What follows belongs to an exercise in optimizing a design on an open flow for small area, a short achievable clock period and few clock cycles; a production flow would make more cautious choices. In this exercise RTL edits were held to simulation tests only and were not proved equivalent to the original. Power figures rest on the tool's default switching activity, not on a simulated workload.

==> inputs of 02-13 <==
==> flow/design.v (excerpt) <==
module prbs_corr_top (
    input  logic                       clk,
    input  logic                       rst_n,
    input  logic signed [12-1:0] adc_i_i,
    input  logic signed [12-1:0] adc_q_i,
    input  logic                       adc_valid_i,
    output logic                       adc_ready_o,
    input  logic                       cfg_enable_i,
    input  logic                       cfg_mode_i,
    input  logic [24-1:0]     cfg_threshold_i,
    output logic signed [24-1:0] corr_i_o,
    output logic signed [24-1:0] corr_q_o,
    output logic [7-1:0]    corr_bin_o,
    output logic                       corr_valid_o,
    output logic                       corr_last_o,
    output logic [24-1:0]     det_mag_o,
    output logic [7-1:0]    det_bin_o,
    output logic                       det_valid_o,
    output logic [16-1:0] det_count_o
);
Settings: LEC_CHECK=0, CAP_MARGIN=20, CORE_MARGIN=2, CORE_UTILIZATION=65, CTS_CLUSTER_DIAMETER=150, CTS_CLUSTER_SIZE=20, PLACE_DENSITY=0.76, SETUP_SLACK_MARGIN=4.45, SLEW_MARGIN=20; clock period 8.0 ns.
run.sh (not shown) runs the stock make flow with config.mk's settings and CLKGATE_MAP_FILE= SYNTH_SCRIPT=/design/flow/synth_recipe.tcl, a recipe that flattens the netlist after the stock synthesis.
==> inputs of 10-04, as changes to 02-13 <==
--- a/flow/design.v
+++ b/flow/design.v
@@ -97,15 +97,15 @@
             n_q         <= n_d;
             cnt_q       <= cnt_d;
             addlast_q   <= addlast_d;
             first_add_q <= first;
             out_q       <= out_d;
             obin_q      <= obin_d;
             ready_q     <= ready_d;
-            vcnt_q      <= last_r ? 3'd5 : (vcnt_q != 3'd0 ? vcnt_q - 1'b1 : 3'd0);
+            vcnt_q      <= last_r ? 3'd3 : (vcnt_q != 3'd0 ? vcnt_q - 1'b1 : 3'd0);
             accept_r    <= accept;
             last_r      <= last;
             flush_r     <= flush_q;
             m7_r        <= m7_q;
             wrap_r      <= cap_q || addlast_q;
             first_add_r <= first_add_q;
             tap_valid_r <= out_q;
@@ -121,58 +121,50 @@
     logic [11:0] ui, uq;
     assign ui = accept_r ? ui_r : 12'd0;
     assign uq = accept_r ? uq_r : 12'd0;
     logic        step;
     assign step  = accept_r || (vcnt_q != 3'd0);
     logic [11:0] p1i_q, p1q_q;
     logic [12:0] p2i_q, p2q_q;
-    logic [13:0] p3i_q, p3q_q, p4i_q, p4q_q;
-    logic [14:0] p5i_q, p5q_q;
+    logic [13:0] p3i_q, p3q_q;
     logic [11:0] w1i, w1q;
     logic [12:0] w2i, w2q;
     logic [13:0] w3i, w3q, w4i, w4q;
-    logic [14:0] w5i, w5q, w6i, w6q;
     assign w1i = ui;
     assign w1q = uq;
     assign w2i = {1'b0, ui} + {1'b0, p1i_q};
     assign w2q = {1'b0, uq} + {1'b0, p1q_q};
     assign w3i = {2'b0, ui} + {1'b0, p2i_q};
     assign w3q = {2'b0, uq} + {1'b0, p2q_q};
     assign w4i = {2'b0, ui} + p3i_q;
     assign w4q = {2'b0, uq} + p3q_q;
-    assign w5i = {3'b0, ui} + {1'b0, p4i_q};
-    assign w5q = {3'b0, uq} + {1'b0, p4q_q};
-    assign w6i = {3'b0, ui} + p5i_q;
-    assign w6q = {3'b0, uq} + p5q_q;
     always_ff @(posedge clk) begin
         if (step) begin
-            p1i_q <= w1i; p2i_q <= w2i; p3i_q <= w3i; p4i_q <= w4i; p5i_q <= w5i;
-            p1q_q <= w1q; p2q_q <= w2q; p3q_q <= w3q; p4q_q <= w4q; p5q_q <= w5q;
+            p1i_q <= w1i; p2i_q <= w2i; p3i_q <= w3i;
+            p1q_q <= w1q; p2q_q <= w2q; p3q_q <= w3q;
         end else if (flush_r) begin
-            p1i_q <= '0; p2i_q <= '0; p3i_q <= '0; p4i_q <= '0; p5i_q <= '0;
-            p1q_q <= '0; p2q_q <= '0; p3q_q <= '0; p4q_q <= '0; p5q_q <= '0;
+            p1i_q <= '0; p2i_q <= '0; p3i_q <= '0;
+            p1q_q <= '0; p2q_q <= '0; p3q_q <= '0;
         end
     end
-    logic [14:0] wzi [7], wzq [7];
+    logic [14:0] wzi [5], wzq [5];
     assign wzi[0] = '0;              assign wzq[0] = '0;
     assign wzi[1] = {3'b0, w1i};     assign wzq[1] = {3'b0, w1q};
     assign wzi[2] = {2'b0, w2i};     assign wzq[2] = {2'b0, w2q};
     assign wzi[3] = {1'b0, w3i};     assign wzq[3] = {1'b0, w3q};
     assign wzi[4] = {1'b0, w4i};     assign wzq[4] = {1'b0, w4q};
-    assign wzi[5] = w5i;             assign wzq[5] = w5q;
-    assign wzi[6] = w6i;             assign wzq[6] = w6q;
-    logic [7*15-1:0] bus_i_q, bus_q_q;
+    logic [5*15-1:0] bus_i_q, bus_q_q;
     always_ff @(posedge clk) begin
-        for (int k = 1; k <= 6; k++) begin
+        for (int k = 1; k <= 4; k++) begin
             bus_i_q[k*15 +: 15] <= step ? wzi[k] : 15'd0;
             bus_q_q[k*15 +: 15] <= step ? wzq[k] : 15'd0;
         end
     end
-    assign bus_i_o = {bus_i_q[7*15-1:15], 15'd0};
-    assign bus_q_o = {bus_q_q[7*15-1:15], 15'd0};
+    assign bus_i_o = {30'd0, bus_i_q[5*15-1:15], 15'd0};
+    assign bus_q_o = {30'd0, bus_q_q[5*15-1:15], 15'd0};
     assign m7_o        = m7_r;
     assign wrap_pass_o = wrap_r;
     assign flush_o     = flush_r;
     assign first_add_o = first_add_r;
     assign tap_valid_o = tap_valid_r;
     assign tap_bin_o   = tap_bin_r;
     assign tap_last_o  = tap_last_r;
@@ -188,15 +180,15 @@
     input  logic [7*15-1:0]  bus_q,
     input  logic          m7_i,
     input  logic          wrap_pass_i,
     input  logic          flush_i,
     output logic [W-1:0]  tap_i_o,
     output logic [W-1:0]  tap_q_o
 );
-    localparam logic [1015:0] TAB = 1016'h00000000000000000000007600000000007500000000007400710000007300000000007200000073007100000072000000710071000072000000000071000000007400000000007300007200007200007100007100710000710000000071000000000300000130000210010000100110000000024000007200710001002100;
+    localparam logic [1015:0] TAB = 1016'h00000000000000720000007400710000007400000000007400710000007300000000007200000073007100000072000000710071000072000000000071000000007400000000007300007200007200007100007100710000710000000071000000000300000130000210010000100110000000024000007200710001002100;
     localparam int K1 = 6;
     localparam int K2 = 12;
     logic [127*W-1:0] ri, rq;
     logic [126:0]     p1i, p1q, p2i, p2q;
     genvar d, b;
     generate
         for (d = 0; d < 127; d++) begin : g_pos
--- a/flow/config.mk
+++ b/flow/config.mk
@@ -9,7 +9,8 @@
 export CORE_MARGIN = 2
 export CORE_UTILIZATION = 65
 export CTS_CLUSTER_DIAMETER = 150
 export CTS_CLUSTER_SIZE = 20
 export PLACE_DENSITY = 0.76
 export SETUP_SLACK_MARGIN = 4.45
 export SLEW_MARGIN = 20
+export TNS_END_PERCENT = 30
==> inputs of 03-22, as changes to 02-13 <==
--- a/flow/design.v
+++ b/flow/design.v
@@ -26,17 +26,14 @@
     logic [6:0] cnt_q, cnt_d;
     logic       addlast_q, addlast_d;
     logic       first_add_q;
     logic       out_q, out_d;
     logic [6:0] obin_q, obin_d;
     logic       ready_q, ready_d;
     logic [2:0] vcnt_q;
-    logic       accept_r, last_r, flush_r, m7_r, wrap_r, first_add_r;
-    logic       tap_valid_r, tap_last_r;
-    logic [6:0] tap_bin_r;
     logic [6:0] lm1, lm1_d;
     logic       out_last;
     logic       accept;
     logic       first;
     logic       last;
     logic       smode;
     assign adc_ready_o = cfg_enable_i && ready_q;
@@ -76,57 +73,34 @@
             cnt_q       <= '0;
             addlast_q   <= 1'b0;
             first_add_q <= 1'b0;
             out_q       <= 1'b0;
             obin_q      <= '0;
             ready_q     <= 1'b0;
             vcnt_q      <= '0;
-            accept_r    <= 1'b0;
-            last_r      <= 1'b0;
-            flush_r     <= 1'b1;
-            m7_r        <= 1'b0;
-            wrap_r      <= 1'b0;
-            first_add_r <= 1'b0;
-            tap_valid_r <= 1'b0;
-            tap_last_r  <= 1'b0;
-            tap_bin_r   <= '0;
         end else begin
             fl_cnt_q    <= fl_cnt_d;
             flush_q     <= flush_d;
             cap_q       <= cap_d;
             m7_q        <= m7_d;
             n_q         <= n_d;
             cnt_q       <= cnt_d;
             addlast_q   <= addlast_d;
             first_add_q <= first;
             out_q       <= out_d;
             obin_q      <= obin_d;
             ready_q     <= ready_d;
-            vcnt_q      <= last_r ? 3'd5 : (vcnt_q != 3'd0 ? vcnt_q - 1'b1 : 3'd0);
-            accept_r    <= accept;
-            last_r      <= last;
-            flush_r     <= flush_q;
-            m7_r        <= m7_q;
-            wrap_r      <= cap_q || addlast_q;
-            first_add_r <= first_add_q;
-            tap_valid_r <= out_q;
-            tap_last_r  <= out_last;
-            tap_bin_r   <= obin_q;
+            vcnt_q      <= last ? 3'd5 : (vcnt_q != 3'd0 ? vcnt_q - 1'b1 : 3'd0);
         end
     end
-    logic [11:0] ui_r, uq_r;
-    always_ff @(posedge clk) begin
-        ui_r <= {~adc_i_i[11], adc_i_i[10:0]};
-        uq_r <= {~adc_q_i[11], adc_q_i[10:0]};
-    end
     logic [11:0] ui, uq;
-    assign ui = accept_r ? ui_r : 12'd0;
-    assign uq = accept_r ? uq_r : 12'd0;
+    assign ui = accept ? {~adc_i_i[11], adc_i_i[10:0]} : 12'd0;
+    assign uq = accept ? {~adc_q_i[11], adc_q_i[10:0]} : 12'd0;
     logic        step;
-    assign step  = accept_r || (vcnt_q != 3'd0);
+    assign step  = accept || (vcnt_q != 3'd0);
     logic [11:0] p1i_q, p1q_q;
     logic [12:0] p2i_q, p2q_q;
     logic [13:0] p3i_q, p3q_q, p4i_q, p4q_q;
     logic [14:0] p5i_q, p5q_q;
     logic [11:0] w1i, w1q;
     logic [12:0] w2i, w2q;
     logic [13:0] w3i, w3q, w4i, w4q;
@@ -143,15 +117,15 @@
     assign w5q = {3'b0, uq} + {1'b0, p4q_q};
     assign w6i = {3'b0, ui} + p5i_q;
     assign w6q = {3'b0, uq} + p5q_q;
     always_ff @(posedge clk) begin
         if (step) begin
             p1i_q <= w1i; p2i_q <= w2i; p3i_q <= w3i; p4i_q <= w4i; p5i_q <= w5i;
             p1q_q <= w1q; p2q_q <= w2q; p3q_q <= w3q; p4q_q <= w4q; p5q_q <= w5q;
-        end else if (flush_r) begin
+        end else if (flush_q) begin
             p1i_q <= '0; p2i_q <= '0; p3i_q <= '0; p4i_q <= '0; p5i_q <= '0;
             p1q_q <= '0; p2q_q <= '0; p3q_q <= '0; p4q_q <= '0; p5q_q <= '0;
         end
     end
     logic [14:0] wzi [7], wzq [7];
     assign wzi[0] = '0;              assign wzq[0] = '0;
     assign wzi[1] = {3'b0, w1i};     assign wzq[1] = {3'b0, w1q};
@@ -165,21 +139,21 @@
         for (int k = 1; k <= 6; k++) begin
             bus_i_q[k*15 +: 15] <= step ? wzi[k] : 15'd0;
             bus_q_q[k*15 +: 15] <= step ? wzq[k] : 15'd0;
         end
     end
     assign bus_i_o = {bus_i_q[7*15-1:15], 15'd0};
     assign bus_q_o = {bus_q_q[7*15-1:15], 15'd0};
-    assign m7_o        = m7_r;
-    assign wrap_pass_o = wrap_r;
-    assign flush_o     = flush_r;
-    assign first_add_o = first_add_r;
-    assign tap_valid_o = tap_valid_r;
-    assign tap_bin_o   = tap_bin_r;
-    assign tap_last_o  = tap_last_r;
+    assign m7_o        = m7_q;
+    assign wrap_pass_o = cap_q || addlast_q;
+    assign flush_o     = flush_q;
+    assign first_add_o = first_add_q;
+    assign tap_valid_o = out_q;
+    assign tap_bin_o   = obin_q;
+    assign tap_last_o  = out_last;
 endmodule
 `timescale 1ns/1ps
 `timescale 1ns/1ps
 `timescale 1ns/1ps
 module corr_engine #(
     parameter int W = 18
 ) (
@@ -319,20 +293,20 @@
     output logic                        det_valid_o,
     output logic [16-1:0]  det_count_o
 );
     logic [18:0] ri_q, rq_q;
     logic [19:0]        mag_q;
     logic [19:0]        ai, aq;
     logic               hit;
-    assign ai = c_i_i ^ {20{c_i_i[19]}};
-    assign aq = c_q_i ^ {20{c_q_i[19]}};
+    assign ai = c_i_i[19] ? -c_i_i : c_i_i;
+    assign aq = c_q_i[19] ? -c_q_i : c_q_i;
     always_ff @(posedge clk) begin
         ri_q       <= c_i_i[18:0];
         rq_q       <= c_q_i[18:0];
-        mag_q      <= ai + aq + {19'd0, c_i_i[19]} + {19'd0, c_q_i[19]};
+        mag_q      <= ai + aq;
         corr_bin_o <= bin_i;
         corr_last_o <= last_i;
     end
     always_ff @(posedge clk or negedge rst_n) begin
         if (!rst_n) corr_valid_o <= 1'b0;
         else        corr_valid_o <= valid_i;
     end
@@ -410,27 +384,42 @@
         .tap_q_o     (tap_q)
     );
     logic [18:0] s_i_q, s_q_q;
     always_ff @(posedge clk) begin
         s_i_q <= (first_add ? 19'd0 : s_i_q) + {7'd0, bus_i[15 +: 12]};
         s_q_q <= (first_add ? 19'd0 : s_q_q) + {7'd0, bus_q[15 +: 12]};
     end
+    logic [W-1:0] t_i_q, t_q_q;
+    logic [6:0]   t_bin_q;
+    logic         t_last_q;
+    logic         t_valid_q;
+    always_ff @(posedge clk) begin
+        t_i_q    <= tap_i;
+        t_q_q    <= tap_q;
+        t_bin_q  <= tap_bin;
+        t_last_q <= tap_last;
+    end
     logic [19:0] c_i_q, c_q_q;
     logic [6:0]  c_bin_q;
     logic        c_last_q;
     logic        c_valid_q;
     always_ff @(posedge clk) begin
-        c_i_q    <= {1'b0, s_i_q} - {1'b0, tap_i, 1'b0} - 20'd2048;
-        c_q_q    <= {1'b0, s_q_q} - {1'b0, tap_q, 1'b0} - 20'd2048;
-        c_bin_q  <= tap_bin;
-        c_last_q <= tap_last;
+        c_i_q    <= {1'b0, s_i_q} - {1'b0, t_i_q, 1'b0} - 20'd2048;
+        c_q_q    <= {1'b0, s_q_q} - {1'b0, t_q_q, 1'b0} - 20'd2048;
+        c_bin_q  <= t_bin_q;
+        c_last_q <= t_last_q;
     end
     always_ff @(posedge clk or negedge rst_n) begin
-        if (!rst_n) c_valid_q <= 1'b0;
-        else        c_valid_q <= tap_valid;
+        if (!rst_n) begin
+            t_valid_q <= 1'b0;
+            c_valid_q <= 1'b0;
+        end else begin
+            t_valid_q <= tap_valid;
+            c_valid_q <= t_valid_q;
+        end
     end
     peak_detector u_peak_detector (
         .clk             (clk),
         .rst_n           (rst_n),
         .c_i_i           (c_i_q),
         .c_q_i           (c_q_q),
         .bin_i           (c_bin_q),
==> flow/config.mk (replaced) <==
export PLATFORM = sky130hd
export DESIGN_NAME = prbs_corr_top
export DESIGN_NICKNAME = prbs_corr_top
export VERILOG_FILES = /design/flow/design.v
export SDC_FILE = /design/flow/constraint.sdc
export NUM_CORES = 4
export LEC_CHECK = 0
export CAP_MARGIN = 20
export CORE_MARGIN = 2
export CORE_UTILIZATION = 50
export CTS_CLUSTER_DIAMETER = 150
export CTS_CLUSTER_SIZE = 24
export SETUP_SLACK_MARGIN = 4.3
export SLEW_MARGIN = 20
==> inputs of 08-26, as changes to 02-13 <==
--- a/flow/design.v
+++ b/flow/design.v
@@ -97,15 +97,15 @@
             n_q         <= n_d;
             cnt_q       <= cnt_d;
             addlast_q   <= addlast_d;
             first_add_q <= first;
             out_q       <= out_d;
             obin_q      <= obin_d;
             ready_q     <= ready_d;
-            vcnt_q      <= last_r ? 3'd5 : (vcnt_q != 3'd0 ? vcnt_q - 1'b1 : 3'd0);
+            vcnt_q      <= last_r ? 3'd3 : (vcnt_q != 3'd0 ? vcnt_q - 1'b1 : 3'd0);
             accept_r    <= accept;
             last_r      <= last;
             flush_r     <= flush_q;
             m7_r        <= m7_q;
             wrap_r      <= cap_q || addlast_q;
             first_add_r <= first_add_q;
             tap_valid_r <= out_q;
@@ -121,58 +121,50 @@
     logic [11:0] ui, uq;
     assign ui = accept_r ? ui_r : 12'd0;
     assign uq = accept_r ? uq_r : 12'd0;
     logic        step;
     assign step  = accept_r || (vcnt_q != 3'd0);
     logic [11:0] p1i_q, p1q_q;
     logic [12:0] p2i_q, p2q_q;
-    logic [13:0] p3i_q, p3q_q, p4i_q, p4q_q;
-    logic [14:0] p5i_q, p5q_q;
+    logic [13:0] p3i_q, p3q_q;
     logic [11:0] w1i, w1q;
     logic [12:0] w2i, w2q;
     logic [13:0] w3i, w3q, w4i, w4q;
-    logic [14:0] w5i, w5q, w6i, w6q;
     assign w1i = ui;
     assign w1q = uq;
     assign w2i = {1'b0, ui} + {1'b0, p1i_q};
     assign w2q = {1'b0, uq} + {1'b0, p1q_q};
     assign w3i = {2'b0, ui} + {1'b0, p2i_q};
     assign w3q = {2'b0, uq} + {1'b0, p2q_q};
     assign w4i = {2'b0, ui} + p3i_q;
     assign w4q = {2'b0, uq} + p3q_q;
-    assign w5i = {3'b0, ui} + {1'b0, p4i_q};
-    assign w5q = {3'b0, uq} + {1'b0, p4q_q};
-    assign w6i = {3'b0, ui} + p5i_q;
-    assign w6q = {3'b0, uq} + p5q_q;
     always_ff @(posedge clk) begin
         if (step) begin
-            p1i_q <= w1i; p2i_q <= w2i; p3i_q <= w3i; p4i_q <= w4i; p5i_q <= w5i;
-            p1q_q <= w1q; p2q_q <= w2q; p3q_q <= w3q; p4q_q <= w4q; p5q_q <= w5q;
+            p1i_q <= w1i; p2i_q <= w2i; p3i_q <= w3i;
+            p1q_q <= w1q; p2q_q <= w2q; p3q_q <= w3q;
         end else if (flush_r) begin
-            p1i_q <= '0; p2i_q <= '0; p3i_q <= '0; p4i_q <= '0; p5i_q <= '0;
-            p1q_q <= '0; p2q_q <= '0; p3q_q <= '0; p4q_q <= '0; p5q_q <= '0;
+            p1i_q <= '0; p2i_q <= '0; p3i_q <= '0;
+            p1q_q <= '0; p2q_q <= '0; p3q_q <= '0;
         end
     end
-    logic [14:0] wzi [7], wzq [7];
+    logic [14:0] wzi [5], wzq [5];
     assign wzi[0] = '0;              assign wzq[0] = '0;
     assign wzi[1] = {3'b0, w1i};     assign wzq[1] = {3'b0, w1q};
     assign wzi[2] = {2'b0, w2i};     assign wzq[2] = {2'b0, w2q};
     assign wzi[3] = {1'b0, w3i};     assign wzq[3] = {1'b0, w3q};
     assign wzi[4] = {1'b0, w4i};     assign wzq[4] = {1'b0, w4q};
-    assign wzi[5] = w5i;             assign wzq[5] = w5q;
-    assign wzi[6] = w6i;             assign wzq[6] = w6q;
-    logic [7*15-1:0] bus_i_q, bus_q_q;
+    logic [5*15-1:0] bus_i_q, bus_q_q;
     always_ff @(posedge clk) begin
-        for (int k = 1; k <= 6; k++) begin
+        for (int k = 1; k <= 4; k++) begin
             bus_i_q[k*15 +: 15] <= step ? wzi[k] : 15'd0;
             bus_q_q[k*15 +: 15] <= step ? wzq[k] : 15'd0;
         end
     end
-    assign bus_i_o = {bus_i_q[7*15-1:15], 15'd0};
-    assign bus_q_o = {bus_q_q[7*15-1:15], 15'd0};
+    assign bus_i_o = {30'd0, bus_i_q[5*15-1:15], 15'd0};
+    assign bus_q_o = {30'd0, bus_q_q[5*15-1:15], 15'd0};
     assign m7_o        = m7_r;
     assign wrap_pass_o = wrap_r;
     assign flush_o     = flush_r;
     assign first_add_o = first_add_r;
     assign tap_valid_o = tap_valid_r;
     assign tap_bin_o   = tap_bin_r;
     assign tap_last_o  = tap_last_r;
@@ -188,15 +180,15 @@
     input  logic [7*15-1:0]  bus_q,
     input  logic          m7_i,
     input  logic          wrap_pass_i,
     input  logic          flush_i,
     output logic [W-1:0]  tap_i_o,
     output logic [W-1:0]  tap_q_o
 );
-    localparam logic [1015:0] TAB = 1016'h00000000000000000000007600000000007500000000007400710000007300000000007200000073007100000072000000710071000072000000000071000000007400000000007300007200007200007100007100710000710000000071000000000300000130000210010000100110000000024000007200710001002100;
+    localparam logic [1015:0] TAB = 1016'h00000000000000720000007400710000007400000000007400710000007300000000007200000073007100000072000000710071000072000000000071000000007400000000007300007200007200007100007100710000710000000071000000000300000130000210010000100110000000024000007200710001002100;
     localparam int K1 = 6;
     localparam int K2 = 12;
     logic [127*W-1:0] ri, rq;
     logic [126:0]     p1i, p1q, p2i, p2q;
     genvar d, b;
     generate
         for (d = 0; d < 127; d++) begin : g_pos
--- a/flow/config.mk
+++ b/flow/config.mk
@@ -7,9 +7,9 @@
 export LEC_CHECK = 0
 export CAP_MARGIN = 20
 export CORE_MARGIN = 2
 export CORE_UTILIZATION = 65
 export CTS_CLUSTER_DIAMETER = 150
 export CTS_CLUSTER_SIZE = 20
 export PLACE_DENSITY = 0.76
-export SETUP_SLACK_MARGIN = 4.45
+export SETUP_SLACK_MARGIN = 4.5
 export SLEW_MARGIN = 20
==> comparison table <==
| metric | 08-26 | 10-04 | 03-22 | 02-13 |
|---|---|---|---|---|
| Status | timing/DRC/antenna clean | timing/DRC/antenna clean | timing/DRC/antenna clean | timing/DRC/antenna clean |
| Count of routing violations after the opening detailed-route iteration | 3,222 | 3,224 | 2,873 | 3,654 |
| Setup Slack @ Placement | 3.57 ns | 3.22 ns | 2.60 ns | 3.62 ns |
| Most common cell on crit path | fa_1 | fa_1 | a21oi_2 | - |
| Clock-cell share | 0.0502 | 0.0504 | 0.0429 | 0.0502 |
| DIE HEIGHT | 492 um | 492 um | 567 um | 498 um |
| Adder-cell share of the synthesized area | 0.173 | 0.173 | 0.164 | 0.165 |
| Non-Clock Inverter Count | 1,195 | 1,195 | 1,323 | 1,185 |
| Final design area excluding fillers | 170,000 um2 | 170,000 um2 | 174,000 um2 | 174,000 um2 |
| Non-clock buffering overhead | 0.0147 | 0.0151 | 0.0145 | 0.0139 |
| Launching element of the worst setup path | u_sample_capture.bus_q_q[36] | u_sample_capture.bus_i_q[36] | adc_q_i[1] | cfg_enable_i |
| Routed metal-1 wirelength | 112,000 um | 114,000 um | 125,000 um | 117,000 um |
| Core Util, Final | 0.715 | 0.715 | 0.553 | 0.715 |
| Part of the total power dissipated in combinational logic | 0.146 | 0.147 | 0.150 | 0.165 |
| Worst relative slew slack | 0.273 | 0.295 | 0.348 | 0.303 |
| Global-route track usage on met1 | 0.286 | 0.290 | 0.232 | 0.290 |
| Portion of netlist area occupied by mux cells | 0.00167 | 0.00167 | 0.00177 | 0.00178 |
| Count of inserted antenna diode cells | 4 | 3 | 5 | 12 |
| Part of the cycle the worst path needs | 0.442 | 0.448 | 0.462 | 0.440 |
| CTS-repair resized insts | 159 | 64 | 102 | 114 |
| Slowest CP cell | fa_1 | fa_1 | clkdlybuf4s50_1 | and2_4 |
| Average via count per standard cell | 4.81 | 4.79 | 4.48 | 4.88 |
Testbench counts of 02-13, summed over its fixed seeds: cycles 6,948.
Testbench counts of 10-04, summed over its fixed seeds: cycles 6,948.
Testbench counts of 03-22, summed over its fixed seeds: cycles 6,948.
Testbench counts of 08-26, summed over its fixed seeds: cycles 6,948.

[what the ideal ports hide]
How much do the figures lean on ideal ports? The routed layouts below were timed once more, with nothing changed but the port constraints.
Step 1, drivers: a clkbuf_16 drives clk and a buf_2 each remaining input, both assumed.
Step 2 times the ports against the registers' clock, not the clock port: input delays grow and output delays shrink by t, the midpoint of the rising clock arrivals with the driver on.
Three values: ideal ports, drivers, drivers and shift; two values: the first two.
| run | t (ns) | setup slack, ns | clock arrival spread, ns | slew at the worst register clock pin (ns) |
|---|---|---|---|---|
| 02-13 | 1.023 | 4.483 / 4.437 / 3.771 | 0.090 / 0.090 | 0.09 / 0.09 |
| 10-04 | 1.000 | 4.414 / 4.333 / 3.859 | 0.068 / 0.069 | 0.09 / 0.09 |
| 03-22 | 1.004 | 4.303 / 4.307 / 3.367 | 0.053 / 0.053 | 0.10 / 0.10 |
| 08-26 | 1.002 | 4.465 / 4.419 / 3.943 | 0.076 / 0.075 | 0.09 / 0.09 |
After both steps setup and hold are still met in every run listed. For 03-22, which loses most, drivers alone change the setup slack by +0.004 ns; drivers and shift together by -0.936 ns.
